Source: an optimization exercise on an open RTL-to-GDS flow (aim: small area). Production flows keep margins and buffers that such runs may drop. The RTL was checked by simulation tests, not by an equivalence proof against the original design. Power figures rest on the tool's default switching activity, not on a simulated workload.

## flow/design.v

```verilog
package alu_reservation_station_pkg;
    localparam int RS_SIZE       = 8;
    localparam int RS_INDEX_BIT  = 3;
    localparam int ROB_INDEX_BIT = 4;
    localparam int TYPE_BIT      = 5;
    localparam logic [TYPE_BIT-1:0] OP_ADD  = 5'd0;
    localparam logic [TYPE_BIT-1:0] OP_SUB  = 5'd1;
    localparam logic [TYPE_BIT-1:0] OP_XOR  = 5'd2;
    localparam logic [TYPE_BIT-1:0] OP_OR   = 5'd3;
    localparam logic [TYPE_BIT-1:0] OP_AND  = 5'd4;
    localparam logic [TYPE_BIT-1:0] OP_SLL  = 5'd5;
    localparam logic [TYPE_BIT-1:0] OP_SRL  = 5'd6;
    localparam logic [TYPE_BIT-1:0] OP_SRA  = 5'd7;
    localparam logic [TYPE_BIT-1:0] OP_SLT  = 5'd8;
    localparam logic [TYPE_BIT-1:0] OP_SLTU = 5'd9;
    localparam logic [TYPE_BIT-1:0] OP_BEQ  = 5'd10;
    localparam logic [TYPE_BIT-1:0] OP_BNE  = 5'd11;
    localparam logic [TYPE_BIT-1:0] OP_BLT  = 5'd12;
    localparam logic [TYPE_BIT-1:0] OP_BGE  = 5'd13;
    localparam logic [TYPE_BIT-1:0] OP_BLTU = 5'd14;
    localparam logic [TYPE_BIT-1:0] OP_BGEU = 5'd15;
    localparam logic [TYPE_BIT-1:0] OP_JALR = 5'd16;
endpackage
module rs_find_first #(
    parameter int N = 8
) (
    input  logic [N-1:0] vec,
    output logic [N-1:0] onehot
);
    assign onehot = vec & ~(vec - 1'b1);
endmodule
module rs_onehot_mux #(
    parameter int W = 32
) (
    input  logic [7:0][W-1:0] words,
    input  logic [7:0]        sel,
    output logic [W-1:0]      out
);
    logic [W-1:0] y0_n, y1_n, y2_n;
    rs_aoi3 #(.W(W)) u_y0 (.x0(words[0]), .s0(sel[0]), .x1(words[1]), .s1(sel[1]),
                           .x2(words[2]), .s2(sel[2]), .y_n(y0_n));
    rs_aoi3 #(.W(W)) u_y1 (.x0(words[3]), .s0(sel[3]), .x1(words[4]), .s1(sel[4]),
                           .x2(words[5]), .s2(sel[5]), .y_n(y1_n));
    rs_aoi2 #(.W(W)) u_y2 (.x0(words[6]), .s0(sel[6]), .x1(words[7]), .s1(sel[7]),
                           .y_n(y2_n));
    assign out = ~(y0_n & y1_n & y2_n);
endmodule
import alu_reservation_station_pkg::*;
module rs_snoop (
    input  logic                     pend,
    input  logic [ROB_INDEX_BIT-1:0] q,
    input  logic                     a_rdy,
    input  logic [ROB_INDEX_BIT-1:0] a_id,
    input  logic                     l_rdy,
    input  logic [ROB_INDEX_BIT-1:0] l_id,
    output logic                     hit_a,
    output logic                     hit_l
);
    assign hit_a = pend & a_rdy & (q == a_id);
    assign hit_l = pend & l_rdy & (q == l_id);
endmodule
module rs_aoi3 #(
    parameter int W = 32
) (
    input  logic [W-1:0] x0,
    input  logic         s0,
    input  logic [W-1:0] x1,
    input  logic         s1,
    input  logic [W-1:0] x2,
    input  logic         s2,
    output logic [W-1:0] y_n
);
    assign y_n = ~((x0 & {W{s0}}) | (x1 & {W{s1}}) | (x2 & {W{s2}}));
endmodule
module rs_aoi2 #(
    parameter int W = 32
) (
    input  logic [W-1:0] x0,
    input  logic         s0,
    input  logic [W-1:0] x1,
    input  logic         s1,
    output logic [W-1:0] y_n
);
    assign y_n = ~((x0 & {W{s0}}) | (x1 & {W{s1}}));
endmodule
module rs_nand_sel #(
    parameter int W = 32
) (
    input  logic [W-1:0] x,
    input  logic         s,
    output logic [W-1:0] y_n
);
    assign y_n = ~(x & {W{s}});
endmodule
module rs_wsel #(
    parameter int W = 32
) (
    input  logic [W-1:0] q,
    input  logic [W-1:0] n_val,
    input  logic [W-1:0] a_val,
    input  logic [W-1:0] l_val,
    input  logic         h,
    input  logic         n,
    input  logic         a,
    input  logic         l,
    output logic [W-1:0] d
);
    logic [W-1:0] take_n, keep_n;
    rs_aoi3 #(.W(W)) u_take (.x0(n_val), .s0(n), .x1(a_val), .s1(a),
                             .x2(l_val), .s2(l), .y_n(take_n));
    rs_nand_sel #(.W(W)) u_keep (.x(q), .s(h), .y_n(keep_n));
    assign d = ~(take_n & keep_n);
endmodule
import alu_reservation_station_pkg::*;
module alu_reservation_station (
    input  logic                     clk_in,
    input  logic                     rst_in,
    input  logic                     rdy_in,
    input  logic                     clear_in,
    input  logic                     issue_valid,
    input  logic [TYPE_BIT-1:0]      issue_type,
    input  logic [31:0]              issue_vj,
    input  logic [31:0]              issue_vk,
    input  logic                     issue_has_qj,
    input  logic                     issue_has_qk,
    input  logic [ROB_INDEX_BIT-1:0] issue_qj,
    input  logic [ROB_INDEX_BIT-1:0] issue_qk,
    input  logic [ROB_INDEX_BIT-1:0] issue_rob_id,
    output logic                     full_out,
    input  logic                     cdb_alu_ready,
    input  logic [ROB_INDEX_BIT-1:0] cdb_alu_rob_id,
    input  logic [31:0]              cdb_alu_value,
    input  logic                     cdb_lsb_ready,
    input  logic [ROB_INDEX_BIT-1:0] cdb_lsb_rob_id,
    input  logic [31:0]              cdb_lsb_value,
    output logic                     alu_req,
    output logic [TYPE_BIT-1:0]      alu_type,
    output logic [31:0]              alu_r1,
    output logic [31:0]              alu_r2,
    output logic [ROB_INDEX_BIT-1:0] alu_rob_id
);
    localparam int QB = ROB_INDEX_BIT;
    logic [RS_SIZE-1:0][TYPE_BIT-1:0] ent_op;
    logic [RS_SIZE-1:0][QB-1:0]       ent_rob_id;
    logic [RS_SIZE-1:0][31:0]         ent_vj;
    logic [RS_SIZE-1:0][31:0]         ent_vk;
    logic [RS_SIZE-1:0]               ent_pj;
    logic [RS_SIZE-1:0]               ent_pk;
    logic [RS_SIZE-1:0]               valid_q;
    logic [RS_SIZE-1:0]               sel_q;
    logic [RS_SIZE-1:0] ready_vec;
    logic [RS_SIZE-1:0] pick;
    logic [RS_SIZE-1:0] free_oh;
    logic [RS_SIZE-1:0] alloc;
    logic               go;
    assign go        = rdy_in & ~clear_in;
    assign full_out  = &valid_q;
    assign ready_vec = valid_q & ~ent_pj & ~ent_pk;
    rs_find_first #(.N(RS_SIZE)) u_free (.vec(~valid_q),  .onehot(free_oh));
    rs_find_first #(.N(RS_SIZE)) u_sel  (.vec(ready_vec), .onehot(pick));
    assign alloc = free_oh & {RS_SIZE{rdy_in & issue_valid}};
    logic nj_a, nj_l, nk_a, nk_l;
    logic [31:0] new_vj, new_vk;
    logic        new_pj, new_pk;
    assign new_pj = issue_has_qj & ~nj_a & ~nj_l;
    assign new_pk = issue_has_qk & ~nk_a & ~nk_l;
    rs_snoop u_new_j (.pend(issue_has_qj), .q(issue_qj),
                      .a_rdy(cdb_alu_ready), .a_id(cdb_alu_rob_id),
                      .l_rdy(cdb_lsb_ready), .l_id(cdb_lsb_rob_id),
                      .hit_a(nj_a), .hit_l(nj_l));
    rs_snoop u_new_k (.pend(issue_has_qk), .q(issue_qk),
                      .a_rdy(cdb_alu_ready), .a_id(cdb_alu_rob_id),
                      .l_rdy(cdb_lsb_ready), .l_id(cdb_lsb_rob_id),
                      .hit_a(nk_a), .hit_l(nk_l));
    assign new_vj = {issue_vj[31:QB], issue_has_qj ? issue_qj : issue_vj[QB-1:0]};
    assign new_vk = {issue_vk[31:QB], issue_has_qk ? issue_qk : issue_vk[QB-1:0]};
    for (genvar i = 0; i < RS_SIZE; i++) begin : g_ent
        logic ja, jl, ka, kl;
        rs_snoop u_j (.pend(ent_pj[i]), .q(ent_vj[i][QB-1:0]),
                      .a_rdy(cdb_alu_ready), .a_id(cdb_alu_rob_id),
                      .l_rdy(cdb_lsb_ready), .l_id(cdb_lsb_rob_id),
                      .hit_a(ja), .hit_l(jl));
        rs_snoop u_k (.pend(ent_pk[i]), .q(ent_vk[i][QB-1:0]),
                      .a_rdy(cdb_alu_ready), .a_id(cdb_alu_rob_id),
                      .l_rdy(cdb_lsb_ready), .l_id(cdb_lsb_rob_id),
                      .hit_a(ka), .hit_l(kl));
        logic jn, jw_a, jw_l, jh, kn, kw_a, kw_l, kh;
        assign jn   = alloc[i] & ~nj_a & ~nj_l;
        assign jw_a = alloc[i] ? nj_a : rdy_in & ja;
        assign jw_l = alloc[i] ? ~nj_a & nj_l : rdy_in & ~ja & jl;
        assign jh   = ~alloc[i] & ~(rdy_in & (ja | jl));
        assign kn   = alloc[i] & ~nk_a & ~nk_l;
        assign kw_a = alloc[i] ? nk_a : rdy_in & ka;
        assign kw_l = alloc[i] ? ~nk_a & nk_l : rdy_in & ~ka & kl;
        assign kh   = ~alloc[i] & ~(rdy_in & (ka | kl));
        logic [31:0] d_vj, d_vk;
        rs_wsel u_wj (.q(ent_vj[i]), .n_val(new_vj), .a_val(cdb_alu_value),
                      .l_val(cdb_lsb_value), .h(jh), .n(jn), .a(jw_a), .l(jw_l),
                      .d(d_vj));
        rs_wsel u_wk (.q(ent_vk[i]), .n_val(new_vk), .a_val(cdb_alu_value),
                      .l_val(cdb_lsb_value), .h(kh), .n(kn), .a(kw_a), .l(kw_l),
                      .d(d_vk));
        always_ff @(posedge clk_in) begin
            ent_op[i]     <= (ent_op[i] & {TYPE_BIT{~alloc[i]}}) | (issue_type & {TYPE_BIT{alloc[i]}});
            ent_rob_id[i] <= (ent_rob_id[i] & {QB{~alloc[i]}}) | (issue_rob_id & {QB{alloc[i]}});
            ent_vj[i]     <= d_vj;
            ent_vk[i]     <= d_vk;
            ent_pj[i]     <= (ent_pj[i] & jh) | (new_pj & jn);
            ent_pk[i]     <= (ent_pk[i] & kh) | (new_pk & kn);
        end
    end
    always_ff @(posedge clk_in or posedge rst_in) begin
        if (rst_in) begin
            valid_q <= '0;
            alu_req <= 1'b0;
        end else if (rdy_in) begin
            if (clear_in) begin
                valid_q <= '0;
                alu_req <= 1'b0;
            end else begin
                valid_q <= (valid_q & ~pick) | alloc;
                alu_req <= |ready_vec;
            end
        end
    end
    always_ff @(posedge clk_in) begin
        sel_q <= (sel_q & {RS_SIZE{~rdy_in}}) | (pick & {RS_SIZE{rdy_in}});
    end
    rs_onehot_mux #(.W(TYPE_BIT)) u_rd_op  (.words(ent_op),     .sel(sel_q), .out(alu_type));
    rs_onehot_mux #(.W(QB))       u_rd_rob (.words(ent_rob_id), .sel(sel_q), .out(alu_rob_id));
    rs_onehot_mux #(.W(32))       u_rd_r1  (.words(ent_vj),     .sel(sel_q), .out(alu_r1));
    rs_onehot_mux #(.W(32))       u_rd_r2  (.words(ent_vk),     .sel(sel_q), .out(alu_r2));
endmodule
```

## flow/flow/run.sh

```bash
#!/bin/bash
# Standard layout, with smaller port buffers and no CTS dummy loads.
set -euo pipefail
cd "$(dirname "$0")/.."
bash standard.sh synth > synth.log 2>&1
export BUFFER_PORTS_ARGS="-buffer_cell sky130_fd_sc_hd__buf_1"
export CTS_ARGS="-sink_clustering_enable -repair_clock_nets -dont_use_dummy_load -buf_list sky130_fd_sc_hd__clkbuf_4 -sink_clustering_size 24"
bash standard.sh > layout.log 2>&1
```

## flow/standard.sh

```bash
#!/bin/bash
# synth_recipe.tcl (not shown) runs the flow's synth.tcl, then flattens the netlist and writes it again
# the make line also repeats each setting of config.mk as NAME=value (left out here)
make -C /OpenROAD-flow-scripts/flow DESIGN_CONFIG=/design/flow/config.mk WORK_HOME=/design/flow/orfs CLKGATE_MAP_FILE= SYNTH_SCRIPT=/design/flow/synth_recipe.tcl "${@:-finish}"
```

## flow/config.mk

```make
export PLATFORM = sky130hd
export DESIGN_NAME = alu_reservation_station
export DESIGN_NICKNAME = alu_reservation_station
export VERILOG_FILES = /design/flow/design.v
export SDC_FILE = /design/flow/constraint.sdc
export NUM_CORES = 4
export LEC_CHECK = 0
export CAP_MARGIN = 20
export CORE_MARGIN = 2
export CORE_UTILIZATION = 40
export SETUP_SLACK_MARGIN = 0.1
export SLEW_MARGIN = 20
export SYNTH_HIERARCHICAL = 1
export SYNTH_MINIMUM_KEEP_SIZE = 0
```

## flow/constraint.sdc

```tcl
create_clock -name core_clock -period 4.0 [get_ports {clk_in}]
set_input_delay 0.8000 -clock core_clock [delete_from_list [all_inputs] [get_ports {clk_in}]]
set_output_delay 0.8000 -clock core_clock [all_outputs]
set_load 0.01 [all_outputs]
```

==> results.toml <==
[placement]
hpwl_mm = 85.2
io_buffers = 236
dp_slack_ps = 379
gp_congestion = 0.953

[detailed_routing]
drtIter0Drc = 8145
first_pass_iters = 15
ant_nets = 0
vias = 31900
routedWlPerCell_um = 31.7
viasPerCell = 7.15
wirelength_mm = 141
drc = 0

[sta]
clock.fmax_mhz = 255
slew_violations = 0
tightest_slew_ps = 1290
period_share_pct = 98.0
rsz0062_at_grt = "yes"
hold_viol = 0
timing.final.ws_setup_ps = 80.2
setup_viol_count_final = 0
fin_setup_tns_ps = 0
hold_ws_ps = 97.5
slew_headroom_pct = 13.7
finClkSkew_ps = 150
period_needed_ps = 3920

[logic_synthesis]
syn_nets = 3374
yosysWarnings = 7
yosysMostFrequentCell = "nand2_1"
syn_avg_cell_area_um2 = 9.46
synth.top_cells.by_count = "nand2_1 (1064), a222oi_1 (676), dfxtp_1 (528), buf_6 (174), nand3_1 (91)"
synth-compound-area-share_pct = 26.2
synth.largest_area_cell = "dfxtp_1"
synth_top_flop_cell = "dfxtp_1"
synth_top_family_by_area = "compound AO/OA/AOI/OAI gates"
yosys-top-cells-area = "dfxtp_1 (35%), a222oi_1 (22%), nand2_1 (13%)"
ys_seq_area_share_pct = 43.4
synth_edf_count = 80
yosys.area_share.xor_xnor_pct = 2.59
synth_simple_gate_area_share_pct = 18.6
syn_inst = 3212
muxShareOfSynthArea_pct = 0.296
synth_fa_ha_area_share_pct = 0
synth_area_um2 = 30400
synth_top_area_share_pct = 34.8
ys_seq_elements = 617
async_reset_ff_share_pct = 1.46
synth_cell_types = 44

[global_route]
grt_usage_pct = 35.0
grt_pass1_vias = 30600
grt_pass1_wl_mm = 205
grt_start_max_net_pins = 69
antenna_found_initial = 14
grt_overflow = 0

[die]
coreArea_um2 = 75600
fp.dieH_um = 280
row_count = 101
dieArea_um2 = 78200
die_x_um = 280
ios = 237
initial_utilization_pct = 40.2

[power]
switching_share_pct = 33.5
p_leak_nw = 13.7
p_switching_mw = 5.08
ir_drop_mv = 0.253
finalPower_mw = 15.1
comb_power_share_pct = 20.2
power_density_nw_per_um2 = 453
pwr-share-clk_pct = 28.2
p_seq_share_pct = 51.6
internal_power_mw = 10.1

[clock_network]
clk_latency_ps = 1090
cts_buffers = 164
cts_buffer_depth = 3
tritoncts = "yes"
cts_root_buf = "clkbuf_4"
clk_pin_slew_ps = 70
clkSinkCount = 617
htreeDepth = 4

[worst_hold_path]
whs_path_depth = 1
hold_class = "in -> reg"
worstHoldStart = "issue_type[0]"

[setup_path]
cp-end-kind = "output pin"
arrival_ps = 3120
worst-path-max-fanout = 33
r2r-start = "valid_q[2]"
crit_type = "reg -> out"
r2r_end = "ent_vk[163]"
cp.required_ps = 3200
r2r_cells = 8
r2r_slack_ps = 780
cp-start-kind = "flip-flop"

[job]
maxCapViolCount = 0

[finish]
drive_gt1_share_pct = 11.5
syn_to_final_growth_pct = 9.85
fillers = 7610
nNetsFinal = 3640

[status]
status = "no timing/DRC/antenna violations"
==> through the flow <==
| step | cell area, um^2 | utilization [%] | std cells |
|---|---|---|---|
| after floorplan | 30400 | - | 3212 |
| after global placement | 31900 | 42.2 | 4279 |
| after detailed placement | 31900 | 42.2 | 4279 |
| after CTS | 33100 | 43.9 | 4444 |
| after global routing | 33400 | 44.2 | 4463 |
| final | 33400 | 44.2 | 4467 |
==> per-layer routing <==
metal | routed length, um | global-route usage, %
met5 | 89 | 0
met4 | 9190 | 22.6
met3 | 20900 | 10.8
met2 | 60300 | 52.2
met1 | 51000 | 43.8
==> cell families (layout without fill, tap and decap cells) <==
kind of cell,after synthesis,count (layout)
other cells,0,13
simple gates,1312,1312
xor+xnor,90,90
mux,8,8
flops,617,617
compound gates,853,853
buf+inv,332,596
==> modules after synthesis (local to each module, per instance), excerpt <==
module	cells inside	cell area [um^2]	flip-flops and latches
alu_reservation_station	870	14600	617
rs_snoop	14	105	0
rs_wsel	32	120	0
==> final cells by class <==
type / count / area (um^2) / share of cell area [%]
multi-input cells: 2263 / 15100 / 45.2
flip-flops and latches: 617 / 13200 / 39.5
repair buffers: 354 / 2300 / 6.88
clock buffers: 164 / 1230 / 3.69
well taps: 978 / 1220 / 3.67
inverters: 78 / 310 / 0.929
diodes: 13 / 32.5 / 0.0974
==> worst max-delay path, stage by stage, from the launching register on <==
cell and delay, ps:
edfxtp_1 580, buf_6 300, a222oi_1 620, nand3_1 300, buf_1 200
==> cell usage in the layout, fill, tap and decap left out, types with 3 or more instances in the layout <==
master	instances
inv_4	7
nand2_4	6
nor4_1	20
nand2b_1	4
nand4b_1	16
o22ai_1	18
mux2_2	8
buf_1	234
dfxtp_1	528
edfxtp_1	80
dfrtp_1	9
o21ai_4	32
nor4b_2	18
o21ai_0	17
inv_1	71
nor2_1	31
nand3_1	91
a22oi_1	73
xor2_1	72
buf_16	3
nor2_4	30
clkbuf_4	164
o211ai_1	18
diode_2	13
xnor2_1	18
a22o_1	16
nor3b_1	10
nand2_1	1064
buf_4	76
a222oi_1	676
buf_12	36
==> power groups by stage <==
stage               logic, mW  registers (mW)  clock network (mW)
global route             3.30            7.89                4.62
finish                   3.05            7.81                4.27
floorplan                1.75            7.71                   0
detailed placement       2.95            7.90                   0
CTS                      2.96            7.78                4.31
global placement         2.92            7.89                   0
==> worst max path at each step <==
| stage | startpoint | end | slack (ps) | depth (start not counted) |
|---|---|---|---|---|
| 2_1_floorplan | rdy_in | ent_vj[1] | 1440 | 9 |
| 3_3_place_gp | cdb_alu_rob_id[2] | ent_vk[19] | 440 | 9 |
| 3_5_place_dp | issue_qj[3] | ent_vj[40] | 380 | 9 |
| 4_1_cts | flip-flop | alu_r1[20] | 70 | 4 |
| 5_1_grt | flip-flop | alu_r1[9] | 70 | 4 |
| 6_report | flip-flop | alu_r1[20] | 80 | 4 |
==> what timing repair did <==
| item | in CTS | in global routing |
|---|---|---|
| endpoints found under the setup margin | 8 | 2 |
| buffers inserted | 0 | 2 |
| hold buffers | 1 | 0 |
| pin swaps | 1 | 2 |
| endpoints found under the hold margin | 9 | 0 |
| resized for setup | 2 | 2 |

afterwards: timing with drivers on the ports:
The results above use ideal ports. As a check the final layout listed here was re-extracted and re-timed, cells and wires unchanged.
Step 1, drivers: a clkbuf_16 drives clk_in and a buf_2 each remaining input, both assumed.
Step 2 moves the port delays by t, midway between the first and last clock arrival at a register: inputs arrive t later, outputs are due t later. That takes back most of the time a late clock gives input paths.
Slacks: ideal ports / drivers / drivers and shift; pairs: ideal ports / drivers.
t, ns: 1.085
setup slack, ns: 0.080 / 0.012 / 0.154
worst register clock-pin slew, ns: 0.07 / 0.07
pins driven straight from the clock port: 1
After both steps setup and hold are still met in this run. The setup slack of this run moves by -0.068 ns with the drivers and by +0.074 ns with both steps.
